What follows belongs to an exercise in optimizing a design on an open flow for small area, a short achievable clock period and few clock cycles per item; a production flow would make more cautious choices.
In this exercise RTL edits were held to simulation tests only and were not proved equivalent to the original.

==> flow/design.v (outline; a module is shown in full before it is edited, if it fits) <==
// module add_sk: 31 lines
// module div_iter: 20 lines
// module mul_tree: 1174 lines
// module mult_div_unit: 190 lines
module mult_div_unit #(
  parameter int MUL_LAT = md_pkg::MUL_LAT_DEF
) (
  input  logic        clk,
  input  logic        rst_n,
  input  logic        start,
  input  logic        hilo,
  input  logic        we,
  input  logic [1:0]  op,
  input  logic        madd,
  input  logic [31:0] src_a,
  input  logic [31:0] src_b,
  output logic        busy,
  output logic [31:0] hi,
  output logic [31:0] lo,
  output logic [31:0] rd_data
);
  // ...
==> flow/run.sh <==
#!/bin/bash
# synth_recipe.tcl (not shown) runs the flow's synth.tcl, then flattens the netlist and writes it again
# the make line also repeats each setting of config.mk as NAME=value (left out here)
make -C /OpenROAD-flow-scripts/flow DESIGN_CONFIG=/design/flow/config.mk WORK_HOME=/design/flow/orfs CLKGATE_MAP_FILE= SYNTH_SCRIPT=/design/flow/synth_recipe.tcl finish
==> flow/config.mk <==
export PLATFORM = sky130hd
export DESIGN_NAME = mult_div_unit
export DESIGN_NICKNAME = mult_div_unit
export VERILOG_FILES = /design/flow/design.v
export SDC_FILE = /design/flow/constraint.sdc
export NUM_CORES = 4
export LEC_CHECK = 0
export CAP_MARGIN = 20
export CORE_MARGIN = 2
export CORE_UTILIZATION = 40
export SETUP_SLACK_MARGIN = 3.5
export SLEW_MARGIN = 20
==> flow/constraint.sdc <==
create_clock -name core_clock -period 13.0 [get_ports {clk}]
set_input_delay 2.6000 -clock core_clock [delete_from_list [all_inputs] [get_ports {clk}]]
set_output_delay 2.6000 -clock core_clock [all_outputs]
set_load 0.01 [all_outputs]
==> flow_metrics.py, run 1 <==
metrics = {
    "run_status": {
        "status": "finished clean",
    },
    "final_layout": {
        "buf_share_pct": 8.451,
        "largestClassByArea": "multi-input gates",
        "clockNetworkAreaShare_pct": 1.503,
        "layout_common_cells": "inv_1, nand2_1, xnor2_1, a22oi_1, nor2_1",
        "post-route-util_pct": 46.00,
        "sh_seq_area_pct": 10.04,
        "clkbuf_count": 18,
    },
    "sta": {
        "fmax_ghz": 0.1073,
        "timing.slew.headroom_pct": 21.23,
        "fin_crit_sh_pct": 71.72,
        "period_minus_slack_ns": 9.324,
    },
    "synth": {
        "ys_async_sr_fraction_pct": 45.83,
        "yosys_warnings": 4,
        "synth_top_area_cell": "fa_1",
        "synthTopCellsByArea": "fa_1, xnor2_1, ha_1",
    },
    "placement": {
        "dpl.cell_count": 5635,
        "hpwl_um": 131300,
        "portBuffers": 168,
    },
    "routing": {
        "top_layer": "met5",
        "wl_met2_um": 71120,
        "wl_per_cell_um": 29.91,
        "viasPerCell": 6.449,
        "met1_length_um": 64880,
    },
    "floorplanning": {
        "die_h_um": 299.1,
        "die_w_um": 299.1,
        "taps": 1155,
    },
    "worst_setup_path": {
        "crit_arrival_ns": 9.54,
        "path_depth": 28,
        "critPathKind": "input port to flop",
        "reg2reg_to": "lo_q[30]$_DFFE_PN0P_",
        "r2r-start": "lo_q[31]$_DFFE_PN0P_",
    },
    "cts": {
        "clock_sinks": 144,
        "ctsHoldBuffers": 0,
        "clkLatencyLatePin_ns": 0.50,
        "htree_levels": 4,
        "cts_tree": "done",
    },
    "global_route": {
        "grt_pass1_wl_um": 245200,
        "grtUsageMet3_pct": 10.79,
    },
    "min_path": {
        "holdPathStages": 2,
    },
}
Testbench counts, summed over its fixed seeds: cycles 4,322, ops 1,920.
==> module div_iter, before the edit <==
module div_iter (
  input  logic [31:0] rem_in,
  input  logic [31:0] quo_in,
  input  logic [31:0] divisor,
  output logic [31:0] rem_out,
  output logic [31:0] quo_out
);
  logic [32:0] p1, d1, p2, d2;
  logic [31:0] r1;
  logic        q1, q2, c1, c2;
  assign p1 = {rem_in, quo_in[31]};
  add_sk #(.N(33)) u_s1 (.a(p1), .b(~{1'b0, divisor}), .cin(1'b1), .s(d1), .cout(c1));
  assign q1 = c1;
  assign r1 = q1 ? d1[31:0] : p1[31:0];
  assign p2 = {r1, quo_in[30]};
  add_sk #(.N(33)) u_s2 (.a(p2), .b(~{1'b0, divisor}), .cin(1'b1), .s(d2), .cout(c2));
  assign q2 = c2;
  assign rem_out = q2 ? d2[31:0] : p2[31:0];
  assign quo_out = {quo_in[29:0], q1, q2};
endmodule
==> module mult_div_unit, before the edit <==
module mult_div_unit #(
  parameter int MUL_LAT = md_pkg::MUL_LAT_DEF
) (
  input  logic        clk,
  input  logic        rst_n,
  input  logic        start,
  input  logic        hilo,
  input  logic        we,
  input  logic [1:0]  op,
  input  logic        madd,
  input  logic [31:0] src_a,
  input  logic [31:0] src_b,
  output logic        busy,
  output logic [31:0] hi,
  output logic [31:0] lo,
  output logic [31:0] rd_data
);
  localparam int W = 52;    
  md_pkg::md_state_e state_q, state_d;
  logic [31:0] hi_q, hi_d, lo_q, lo_d;
  logic [31:0] a_q, a_d;         
  logic [35:0] u_q, u_d;         
  logic [3:0]  cnt_q, cnt_d;
  logic        sgn_q, sgn_d;
  logic        madd_q, madd_d;
  logic        corr_q, corr_d;
  logic        pb_q, pb_d;
  logic        qneg_q, qneg_d;
  logic        rneg_q, rneg_d;
  function automatic logic [5:0] clz32(input logic [31:0] x);
    logic [15:0] z1;  logic [15:0] c1;         
    logic [7:0]  z2;  logic [15:0] c2;         
    logic [3:0]  z3;  logic [11:0] c3;         
    logic [1:0]  z4;  logic [7:0]  c4;         
    for (int g = 0; g < 16; g++) begin
      z1[g] = ~(x[2*g+1] | x[2*g]);
      c1[g] = ~x[2*g+1];
    end
    for (int g = 0; g < 8; g++) begin
      z2[g] = z1[2*g+1] & z1[2*g];
      c2[2*g +: 2] = z1[2*g+1] ? {1'b1, c1[2*g]} : {1'b0, c1[2*g+1]};
    end
    for (int g = 0; g < 4; g++) begin
      z3[g] = z2[2*g+1] & z2[2*g];
      c3[3*g +: 3] = z2[2*g+1] ? {1'b1, c2[4*g +: 2]} : {1'b0, c2[4*g+2 +: 2]};
    end
    for (int g = 0; g < 2; g++) begin
      z4[g] = z3[2*g+1] & z3[2*g];
      c4[4*g +: 4] = z3[2*g+1] ? {1'b1, c3[6*g +: 3]} : {1'b0, c3[6*g+3 +: 3]};
    end
    clz32 = (z4[1] & z4[0]) ? 6'd32 :
            z4[1] ? {2'b01, c4[3:0]} : {2'b00, c4[7:4]};
  endfunction
  logic [32:0]  a_ext;
  logic [16:0]  bx;
  logic [15:0]  chh, corrh;
  logic [16:0]  cadd;
  logic [35:0]  opu;
  logic [W-1:0] vs, vc, vsum;
  logic idle;
  assign idle  = (state_q == md_pkg::ST_IDLE);
  assign a_ext = idle ? {op[0] & src_a[31], src_a} : {sgn_q & a_q[31], a_q};
  assign bx    = idle ? {src_b[15:0], 1'b0} : {lo_q[15:0], pb_q};
  assign chh   = idle ? (madd ? hi_q[15:0] : 16'd0) : (madd_q ? hi_q[31:16] : 16'd0);
  assign corrh = idle ? ((!op[0] && src_b[31]) ? src_a[15:0] : 16'd0)
                      : (corr_q ? a_q[31:16] : 16'd0);
  assign cadd  = {1'b0, chh} + {1'b0, corrh};
  assign opu = idle ? {1'b1, 3'd0, madd ? lo_q : 32'd0} : {~u_q[35], u_q[34:0]};
  mul_tree u_mul_tree (
    .a_ext (a_ext),
    .bx    (bx),
    .opu   (opu),
    .inj   (cadd),
    .vs    (vs),
    .vc    (vc)
  );
  assign vsum = vs + vc;
  logic [31:0] ma, mb;
  logic [5:0]  za, zb;
  logic [6:0]  nq, nq2;
  logic [4:0]  ksh;
  logic [63:0] nsh;
  logic [31:0] dv_rem, dv_quo;
  logic        nega, negb;
  assign nega = op[0] && src_a[31];
  assign negb = op[0] && src_b[31];
  assign ma  = nega ? -src_a : src_a;
  assign mb  = negb ? -src_b : src_b;
  assign za  = clz32(src_a ^ {32{nega}});
  assign zb  = clz32(src_b ^ {32{negb}});
  assign nq  = 7'(zb) - 7'(za) + 7'd1 + 7'(nega);    
  assign nq2 = (!nq[6] && nq > 7'd32) ? 7'd32 : nq + 7'(nq[0]);
  assign ksh = 5'(7'd32 - nq2);
  assign nsh = {32'd0, ma} << ksh;
  div_iter u_div_iter (
    .rem_in  (u_q[31:0]),
    .quo_in  (lo_q),
    .divisor (a_q),
    .rem_out (dv_rem),
    .quo_out (dv_quo)
  );
  always_comb begin
    state_d = state_q;
    hi_d    = hi_q;
    lo_d    = lo_q;
    a_d     = a_q;
    u_d     = u_q;
    cnt_d   = cnt_q;
    sgn_d   = sgn_q;
    madd_d  = madd_q;
    corr_d  = corr_q;
    pb_d    = pb_q;
    qneg_d  = qneg_q;
    rneg_d  = rneg_q;
    case (state_q)
      md_pkg::ST_IDLE: begin
        if (start) begin
          sgn_d = op[0];
          if (!op[1]) begin
            state_d = md_pkg::ST_MUL;
            a_d     = src_a;
            u_d     = vsum[W-1:16];
            lo_d    = {vsum[15:0], src_b[31:16]};
            madd_d  = madd;
            corr_d  = !op[0] && src_b[31];
            pb_d    = src_b[15];
          end else if (src_b != 32'd0) begin
            if (nq[6] || nq == 7'd0) begin
              hi_d    = src_a;
              lo_d    = 32'd0;
            end else begin
              state_d = md_pkg::ST_DIV;
              a_d     = mb;
              u_d     = {4'd0, nsh[63:32]};
              lo_d    = nsh[31:0];
              cnt_d   = 4'(nq2[5:1] - 5'd1);
              qneg_d  = op[0] && (src_a[31] ^ src_b[31]);
              rneg_d  = op[0] && src_a[31];
            end
          end
        end else if (we) begin
          if (hilo) lo_d = src_a;
          else      hi_d = src_a;
        end
      end
      md_pkg::ST_MUL: begin
        hi_d    = vsum[47:16];
        lo_d    = {vsum[15:0], lo_q[31:16]};
        state_d = md_pkg::ST_IDLE;
      end
      md_pkg::ST_DIV: begin
        u_d   = {4'd0, dv_rem};
        lo_d  = dv_quo;
        cnt_d = cnt_q - 4'd1;
        if (cnt_q == 4'd0) begin
          hi_d    = rneg_q ? -dv_rem : dv_rem;
          lo_d    = qneg_q ? -dv_quo : dv_quo;
          state_d = md_pkg::ST_IDLE;
        end
      end
      default: state_d = md_pkg::ST_IDLE;
    endcase
  end
  always_ff @(posedge clk or negedge rst_n) begin
    if (!rst_n) begin
      state_q <= md_pkg::ST_IDLE;
      hi_q    <= 32'd0;
      lo_q    <= 32'd0;
    end else begin
      state_q <= state_d;
      hi_q    <= hi_d;
      lo_q    <= lo_d;
    end
  end
  always_ff @(posedge clk) begin
    a_q    <= a_d;
    u_q    <= u_d;
    cnt_q  <= cnt_d;
    sgn_q  <= sgn_d;
    madd_q <= madd_d;
    corr_q <= corr_d;
    pb_q   <= pb_d;
    qneg_q <= qneg_d;
    rneg_q <= rneg_d;
  end
  assign busy    = (state_q != md_pkg::ST_IDLE);
  assign hi      = hi_q;
  assign lo      = lo_q;
  assign rd_data = hilo ? lo_q : hi_q;
endmodule
==> inputs of run 2 (changes only) <==
--- a/flow/design.v
+++ b/flow/design.v
@@ -44,20 +44,19 @@
 module div_iter (
   input  logic [31:0] rem_in,
   input  logic [31:0] quo_in,
-  input  logic [31:0] divisor,
+  input  logic [31:0] dvx,        
+  input  logic        dcin,
   output logic [31:0] rem_out,
   output logic [31:0] quo_out
 );
   logic [32:0] p1, d1, p2, d2;
   logic [31:0] r1;
-  logic        q1, q2, c1, c2;
+  logic        q1, q2;
   assign p1 = {rem_in, quo_in[31]};
-  add_sk #(.N(33)) u_s1 (.a(p1), .b(~{1'b0, divisor}), .cin(1'b1), .s(d1), .cout(c1));
-  assign q1 = c1;
+  add_sk #(.N(33)) u_s1 (.a(p1), .b({1'b1, dvx}), .cin(dcin), .s(d1), .cout(q1));
   assign r1 = q1 ? d1[31:0] : p1[31:0];
   assign p2 = {r1, quo_in[30]};
-  add_sk #(.N(33)) u_s2 (.a(p2), .b(~{1'b0, divisor}), .cin(1'b1), .s(d2), .cout(c2));
-  assign q2 = c2;
+  add_sk #(.N(33)) u_s2 (.a(p2), .b({1'b1, dvx}), .cin(dcin), .s(d2), .cout(q2));
   assign rem_out = q2 ? d2[31:0] : p2[31:0];
   assign quo_out = {quo_in[29:0], q1, q2};
 endmodule
@@ -1264,6 +1263,7 @@
   logic        pb_q, pb_d;
   logic        qneg_q, qneg_d;
   logic        rneg_q, rneg_d;
+  logic        dcin_q, dcin_d;
   function automatic logic [5:0] clz32(input logic [31:0] x);
     logic [15:0] z1;  logic [15:0] c1;         
     logic [7:0]  z2;  logic [15:0] c2;         
@@ -1312,7 +1312,7 @@
     .vc    (vc)
   );
   assign vsum = vs + vc;
-  logic [31:0] ma, mb;
+  logic [31:0] ma;
   logic [5:0]  za, zb;
   logic [6:0]  nq, nq2;
   logic [4:0]  ksh;
@@ -1322,7 +1322,6 @@
   assign nega = op[0] && src_a[31];
   assign negb = op[0] && src_b[31];
   assign ma  = nega ? -src_a : src_a;
-  assign mb  = negb ? -src_b : src_b;
   assign za  = clz32(src_a ^ {32{nega}});
   assign zb  = clz32(src_b ^ {32{negb}});
   assign nq  = 7'(zb) - 7'(za) + 7'd1 + 7'(nega);    
@@ -1332,7 +1331,8 @@
   div_iter u_div_iter (
     .rem_in  (u_q[31:0]),
     .quo_in  (lo_q),
-    .divisor (a_q),
+    .dvx     (a_q),
+    .dcin    (dcin_q),
     .rem_out (dv_rem),
     .quo_out (dv_quo)
   );
@@ -1341,7 +1341,7 @@
     hi_d    = hi_q;
     lo_d    = lo_q;
     a_d     = a_q;
-    u_d     = u_q;
+    u_d     = op[1] ? {4'd0, nsh[63:32]} : vsum[W-1:16];    
     cnt_d   = cnt_q;
     sgn_d   = sgn_q;
     madd_d  = madd_q;
@@ -1349,6 +1349,7 @@
     pb_d    = pb_q;
     qneg_d  = qneg_q;
     rneg_d  = rneg_q;
+    dcin_d  = dcin_q;
     case (state_q)
       md_pkg::ST_IDLE: begin
         if (start) begin
@@ -1367,7 +1368,8 @@
               lo_d    = 32'd0;
             end else begin
               state_d = md_pkg::ST_DIV;
-              a_d     = mb;
+              a_d     = src_b ^ {32{!negb}};
+              dcin_d  = !negb;
               u_d     = {4'd0, nsh[63:32]};
               lo_d    = nsh[31:0];
               cnt_d   = 4'(nq2[5:1] - 5'd1);
@@ -1419,6 +1421,7 @@
     pb_q   <= pb_d;
     qneg_q <= qneg_d;
     rneg_q <= rneg_d;
+    dcin_q <= dcin_d;
   end
   assign busy    = (state_q != md_pkg::ST_IDLE);
   assign hi      = hi_q;
==> flow_metrics.py, run 2 <==
metrics = {
    "final_layout": {
        "largest_reg_flops": 36,
        "drive_gt1_share_pct": 10.97,
        "fillers": 8502,
        "post-route-util_pct": 45.88,
        "regMostFlops": "u_q",
        "syn_to_final_growth_pct": 14.00,
        "nNetsFinal": 4911,
        "final_common_cell": "inv_1",
        "layout_common_cells": "inv_1, xnor2_1, nand2_1, a22oi_1, fa_1",
    },
    "synth": {
        "syn_inst": 4340,
        "ys_seq_elements": 145,
        "synthTopCellsByArea": "fa_1, xnor2_1, ha_1",
        "ys_top_cells_by_count": "inv_1, xnor2_1, nand2_1",
        "yosysMostFrequentCell": "inv_1",
        "synth_top_area_cell": "fa_1",
        "synthFlopType": "dfrtp_1",
        "avgSynthCellArea_um2": 7.883,
        "synth_edf_count": 43,
        "synth.top_cell.area_share_pct": 14.51,
        "yosys_warnings": 4,
        "ys_async_sr_fraction_pct": 45.52,
        "syn_area_um2": 34210,
        "synth.distinct_cells": 110,
        "synthesis.nets": 4862,
        "yosysSeqAreaShare_pct": 10.71,
    },
    "worst_setup_path": {
        "crit_path_start_kind": "input port",
        "endpoint_kind": "flop",
        "critPathKind": "input port to flop",
        "crit_required_ns": 13.37,
        "crit_arrival_ns": 9.69,
        "path_max_fanout": 17,
    },
    "floorplanning": {
        "die_w_um": 296.5,
        "coreArea_um2": 85010,
        "die_h_um": 296.5,
        "die-area_um2": 87890,
        "io-pin-count": 169,
        "rows": 107,
        "initial_utilization_pct": 40.24,
    },
    "placement": {
        "gp_congestion": 1.103,
        "hpwl_um": 132200,
        "portBuffers": 168,
        "dp_slack_ns": 1.848,
    },
    "routing": {
        "drt_first_pass_iters": 9,
        "drt_iter0_drc": 5312,
        "dr_total_vias": 36640,
        "viasPerCell": 6.590,
        "wl_per_cell_um": 31.74,
        "routed_wl_um": 176500,
        "drc": 0,
        "ant_nets": 0,
    },
    "sta": {
        "slew_violations": 0,
        "period_minus_slack_ns": 9.321,
        "timing.slew.headroom_pct": 29.31,
        "skew_ns": 0.01163,
        "fin_hold_ws_ns": 0.5990,
        "rsz0062_at_grt": "yes",
        "fmax_ghz": 0.1073,
        "finalWorstSetupSlack_ns": 3.679,
        "tns_ns": 0,
        "hold_viol_final": 0,
        "tightest_slew_ns": 1.034,
        "setup_viol": 0,
        "fin_crit_sh_pct": 71.70,
    },
    "global_route": {
        "grt_pass1_wl_um": 248400,
        "overflow": 0,
        "grt_max_degree": 70,
        "grt_pass1_vias": 34080,
        "antenna_found_initial": 20,
        "grtUsageTotal_pct": 39.31,
    },
    "flow_run": {
        "cap_viol_max_count": 0,
    },
    "cts": {
        "clock_path_buffers": 2,
        "htree_levels": 4,
        "clkTransAtPathRegs_ns": 0.08,
        "clkLatencyLatePin_ns": 0.48,
        "cts_buffers": 17,
        "cts-root-buf": "clkbuf_16",
        "ctsHoldBuffers": 0,
        "clock_sinks": 145,
        "cts_tree": "done",
    },
    "min_path": {
        "hold_class": "flop to flop",
    },
    "run_status": {
        "status": "finished clean",
    },
}
run 2: worst max-delay path, cell delays in order:
cell and delay, ns:
dlygate4sd2_1 0.46, mux2i_4 0.16, or3_1 0.46, o21ai_4 0.15
buf_12 0.21, a22oi_1 0.11, xnor2_1 0.15, ha_1 0.31
fa_1 0.52, inv_1 0.05, fa_1 0.35, inv_1 0.08
fa_1 0.43, fa_1 0.49, ha_1 0.36, and3_1 0.21
a221oi_2 0.37, o21bai_1 0.16, a221o_1 0.41, a2111oi_2 0.39
nor3_1 0.11, buf_4 0.16, a211o_1 0.27, a21oi_2 0.18
xnor2_2 0.13, a221o_1 0.36
run 2: cells by family after synthesis:
group | Yosys count | share of synthesized area [%]
xor gates and xnor gates | 491 | 12.57
and+or+nand+nor | 942 | 13.09
muxes | 189 | 6.122
buffers and inverters | 845 | 9.432
DFF | 145 | 10.71
adders and majority gates | 450 | 21.90
AOI/OAI and AO/OA | 1278 | 26.18
run 2: layout make-up:
type / instances / area [um^2] / share of cell area, %
clock buffers: 17 / 425.4 / 1.091
clock inverters: 15 / 206.4 / 0.5294
well taps: 1144 / 1431 / 3.670
repair buffers: 351 / 3318 / 8.508
multi-input cells: 3353 / 27950 / 71.66
inverters: 520 / 1968 / 5.047
flip-flops and latches: 145 / 3665 / 9.397
diodes: 13 / 32.53 / 0.08341
repair inverters: 1 / 5.005 / 0.01283
run 2: final timing paths:
path / start / end / slack [ns] / cells after the start
setup reg to reg: a_q[28]$_DFFE_PP_ / hi_q[22]$_DFFE_PN0P_ / 3.96 / 31
max in group asynchronous: rst_n / hi_q[14]$_DFFE_PN0P_ / 9.91 / 2
min in group asynchronous: rst_n / state_q[1]$_DFFE_PN0P_ / 2.01 / 1
hold / removal: state_q[0]$_DFFE_PN0P_ / state_q[0]$_DFFE_PN0P_ / 0.60 / 2
setup / recovery: src_b[3] / u_q[18]$_DFF_P_ / 3.68 / 26
hold reg to reg: state_q[0]$_DFFE_PN0P_ / state_q[0]$_DFFE_PN0P_ / 0.60 / 2
run 2: metrics by stage:
| stage | area (um^2) | std cells |
|---|---|---|
| final | 39000 | 5559 |
| after global routing | 38970 | 5549 |
| after CTS | 38400 | 5517 |
| after detailed placement | 37130 | 5451 |
| after global placement | 37120 | 5451 |
| after floorplan | 34210 | 4340 |
run 2: timing repair:
action / CTS / global route
endpoints found under the setup margin: 95 / 93
setup buffers: 30 / 26
cloned: 4 / 2
pin swaps: 11 / 12
gates resized for setup: 72 / 83
run 2: metal layers:
metal / global-route usage (%) / vias up / wire length [um]
met5: 1.774 / - / 276
met4: 21.42 / 14 / 12050
met3: 12.80 / 548 / 24490
met2: 55.91 / 2834 / 71480
met1: 52.23 / 17810 / 68170
li1: - / 15430 / -
Testbench counts of run 2, summed over its fixed seeds: cycles 4,322, ops 1,920.
==> inputs of run 3 (changes only) <==
==> flow/flow/run.sh (new file) <==
#!/bin/bash
# The standard layout, with the ports buffered by buf_2 cells instead of the delay
# buffers buffer_ports picks by default.  Everything else is the standard flow.
set -e
export BUFFER_PORTS_ARGS="-buffer_cell sky130_fd_sc_hd__buf_2"
bash standard.sh > standard.log 2>&1
==> flow/standard.sh (new file) <==
#!/bin/bash
# synth_recipe.tcl (not shown) runs the flow's synth.tcl, then flattens the netlist and writes it again
# the make line also repeats each setting of config.mk as NAME=value (left out here)
make -C /OpenROAD-flow-scripts/flow DESIGN_CONFIG=/design/flow/config.mk WORK_HOME=/design/flow/orfs CLKGATE_MAP_FILE= SYNTH_SCRIPT=/design/flow/synth_recipe.tcl "${@:-finish}"
removed: flow/run.sh
==> flow_metrics.py, run 3 <==
metrics = {
    "sta": {
        "fin_hold_ws_ns": 0.5663,
        "timing.slew.headroom_pct": 27.47,
        "tns_ns": 0,
        "finalWorstSetupSlack_ns": 3.566,
        "fin_crit_sh_pct": 72.57,
        "hold_viol_final": 0,
        "fmax_ghz": 0.1060,
        "rsz0062_at_grt": "yes",
        "slew_violations": 0,
        "skew_ns": 0.01484,
        "setup_viol": 0,
        "period_minus_slack_ns": 9.434,
        "tightest_slew_ns": 1.086,
    },
    "worst_setup_path": {
        "crit_path_start_kind": "input port",
        "crit_required_ns": 13.40,
        "crit_arrival_ns": 9.83,
        "endpoint_kind": "flop",
        "critPathKind": "input port to flop",
        "path_max_fanout": 17,
        "reg2reg_depth": 32,
    },
    "min_path": {
        "holdPathStages": 2,
        "hold_class": "flop to flop",
    },
    "synth": {
        "yosysMostFrequentCell": "inv_1",
        "yosys_warnings": 4,
        "avgSynthCellArea_um2": 7.883,
        "syn_inst": 4340,
        "ys_top_cells_by_count": "inv_1, xnor2_1, nand2_1",
        "synthFlopType": "dfrtp_1",
        "ys_seq_elements": 145,
        "synth.distinct_cells": 110,
        "synth_edf_count": 43,
        "syn_area_um2": 34210,
        "synth_top_area_cell": "fa_1",
        "synth.top_cell.area_share_pct": 14.51,
        "synthesis.nets": 4862,
        "synthTopCellsByArea": "fa_1, xnor2_1, ha_1",
        "yosysSeqAreaShare_pct": 10.71,
        "ys_async_sr_fraction_pct": 45.52,
    },
    "global_route": {
        "grt_pass1_vias": 33720,
        "grt_max_degree": 67,
        "grtUsageTotal_pct": 38.46,
        "grt_pass1_wl_um": 244100,
        "antenna_found_initial": 12,
        "overflow": 0,
    },
    "routing": {
        "met1_length_um": 68110,
        "viasPerCell": 6.506,
        "ant_nets": 0,
        "met3WireLength_um": 22470,
        "top_layer": "met5",
        "wl_per_cell_um": 31.29,
        "drt_first_pass_iters": 8,
        "drt_iter0_drc": 5398,
        "wl_met2_um": 70510,
        "routed_wl_um": 171900,
        "dr_total_vias": 35740,
        "drc": 0,
    },
    "cts": {
        "clkTransAtPathRegs_ns": 0.07,
        "cts_buffers": 17,
        "clock_sinks": 145,
        "cts_tree": "done",
        "cts-root-buf": "clkbuf_16",
        "clock_path_buffers": 2,
        "clkLatencyLatePin_ns": 0.49,
        "htree_levels": 4,
    },
    "placement": {
        "dpl.cell_count": 5437,
        "place_area_um2": 36180,
        "dp_slack_ns": 2.159,
        "hpwl_um": 131600,
        "portBuffers": 168,
        "gp_congestion": 1.051,
    },
    "final_layout": {
        "layout_common_cells": "inv_1, xnor2_1, nand2_1, a22oi_1, fa_1",
        "drive_gt1_share_pct": 13.19,
        "syn_to_final_growth_pct": 9.001,
        "regMostFlops": "u_q",
        "largest_reg_flops": 36,
        "nNetsFinal": 4852,
        "fin_area_um2": 37290,
        "final_common_cell": "inv_1",
        "fin_cells": 5493,
    },
    "floorplanning": {
        "rows": 107,
        "io-pin-count": 169,
        "coreArea_um2": 85010,
        "initial_utilization_pct": 40.24,
        "die_w_um": 296.5,
        "die_h_um": 296.5,
        "die-area_um2": 87890,
    },
    "flow_run": {
        "cap_viol_max_count": 0,
    },
    "run_status": {
        "status": "finished clean",
    },
}
-- run 3: cell count changes in the layout (fill, tap and decap cells not counted), moves of 9 or more --
cell and delta:
dlymetal6s2s_1 -19, mux2i_4 -10, clkdlybuf4s50_1 -138, buf_4 -43, buf_12 -9, buf_2 +165
-- run 3: worst max-delay path: stages --
cell and delay (ns):
buf_2 0.14, mux2i_1 0.38, inv_2 0.24, nor3_4 0.28, a31o_4 0.34, a22oi_1 0.14, xnor2_1 0.16, ha_1 0.30
fa_1 0.50, inv_1 0.06, fa_1 0.37, inv_1 0.09, fa_1 0.44, fa_1 0.52, ha_1 0.39, and3_1 0.21
and2_1 0.30, nand2_1 0.15, a211oi_4 0.34, o311ai_0 0.18, buf_4 0.20, a2111oi_4 0.48, o31ai_4 0.16, o211ai_1 0.21
a211oi_1 0.09, a21oi_1 0.27, a21oi_1 0.12, o22ai_1 0.16
-- run 3: repair_timing --
item | 4_1_cts | 5_1_grt
hold buffers | 0 | 0
cloned | 0 | 2
setup endpoints to repair | 46 | 83
pin swaps | 5 | 6
resized for setup | 30 | 51
buffers inserted | 7 | 9
-- run 3: cells by family after synthesis --
group	after synthesis	synth area share [%]
AOI/OAI and AO/OA	1278	26.18
xor gates and xnor gates	491	12.57
adders and majority gates	450	21.90
buffers and inverters	845	9.432
DFF	145	10.71
muxes	189	6.122
and+or+nand+nor	942	13.09
-- run 3: worst paths after layout --
| kind | start | end | slack [ns] |
|---|---|---|---|
| max | src_b[0] | hi_q[31]$_DFFE_PN0P_ | 3.57 |
| min | hi_q[15]$_DFFE_PN0P_ | hi_q[15]$_DFFE_PN0P_ | 0.57 |
| max reg2reg | u_q[18]$_DFF_P_ | hi_q[22]$_DFFE_PN0P_ | 3.88 |
| min reg2reg | hi_q[15]$_DFFE_PN0P_ | hi_q[15]$_DFFE_PN0P_ | 0.57 |
| max in group asynchronous | rst_n | hi_q[10]$_DFFE_PN0P_ | 9.86 |
| min in group asynchronous | rst_n | state_q[0]$_DFFE_PN0P_ | 1.99 |
-- run 3: area by class of cell --
| class | instances | area [um^2] |
|---|---|---|
| Multi-Input combinational cell | 3351 | 27790 |
| Inverter | 520 | 1959 |
| Fill cell | 8635 | 47720 |
| Clock inverter | 15 | 140.1 |
| Antenna cell | 6 | 15.01 |
| Tap cell | 1144 | 1431 |
| Timing Repair Buffer | 294 | 1863 |
| Clock buffer | 17 | 425.4 |
| Sequential cell | 145 | 3664 |
| Timing Repair inverter | 1 | 7.507 |
-- run 3: per-layer routing --
metal	global-route usage, %	up-vias
met1	50.59	17390
li1	-	15310
met4	19.72	16
met5	1.663	-
met3	12.75	522
met2	55.71	2512
-- run 3: metrics by stage --
stage	util (%)
after floorplan	-
after global placement	42.55
after detailed placement	42.55
after CTS	43.45
after global routing	43.85
final	43.86

[port drivers added, routing unchanged]
Ports are ideal in the flow. The routed layouts listed here were re-timed in OpenROAD. Step 1 assumes that a clkbuf_16 drives the clock port and a buf_2 every other input. Step 2 also shifts input and output timing later by t, the mid clock arrival at the registers, as if the neighbouring blocks saw the same clock. Three values: ideal, step 1, step 2; two values: the first two.
run | shift t [ns] | slack for setup (ns) | worst hold slack (ns) | worst setup path after step 2 | cell pins on the clock port's net
run 1 | 0.560 | 3.676 / 3.711 / 3.151 | 0.594 / 0.594 / 0.594 | input to register | 1
run 2 | 0.540 | 3.679 / 3.725 / 3.184 | 0.599 / 0.599 / 0.599 | input to register | 1
run 3 | 0.548 | 3.566 / 3.611 / 3.062 | 0.566 / 0.566 / 0.566 | input to register | 1
After both steps setup and hold are still met in every run listed. For run 1, which loses most, drivers alone change the setup slack by +0.035 ns; drivers and shift together by -0.525 ns.
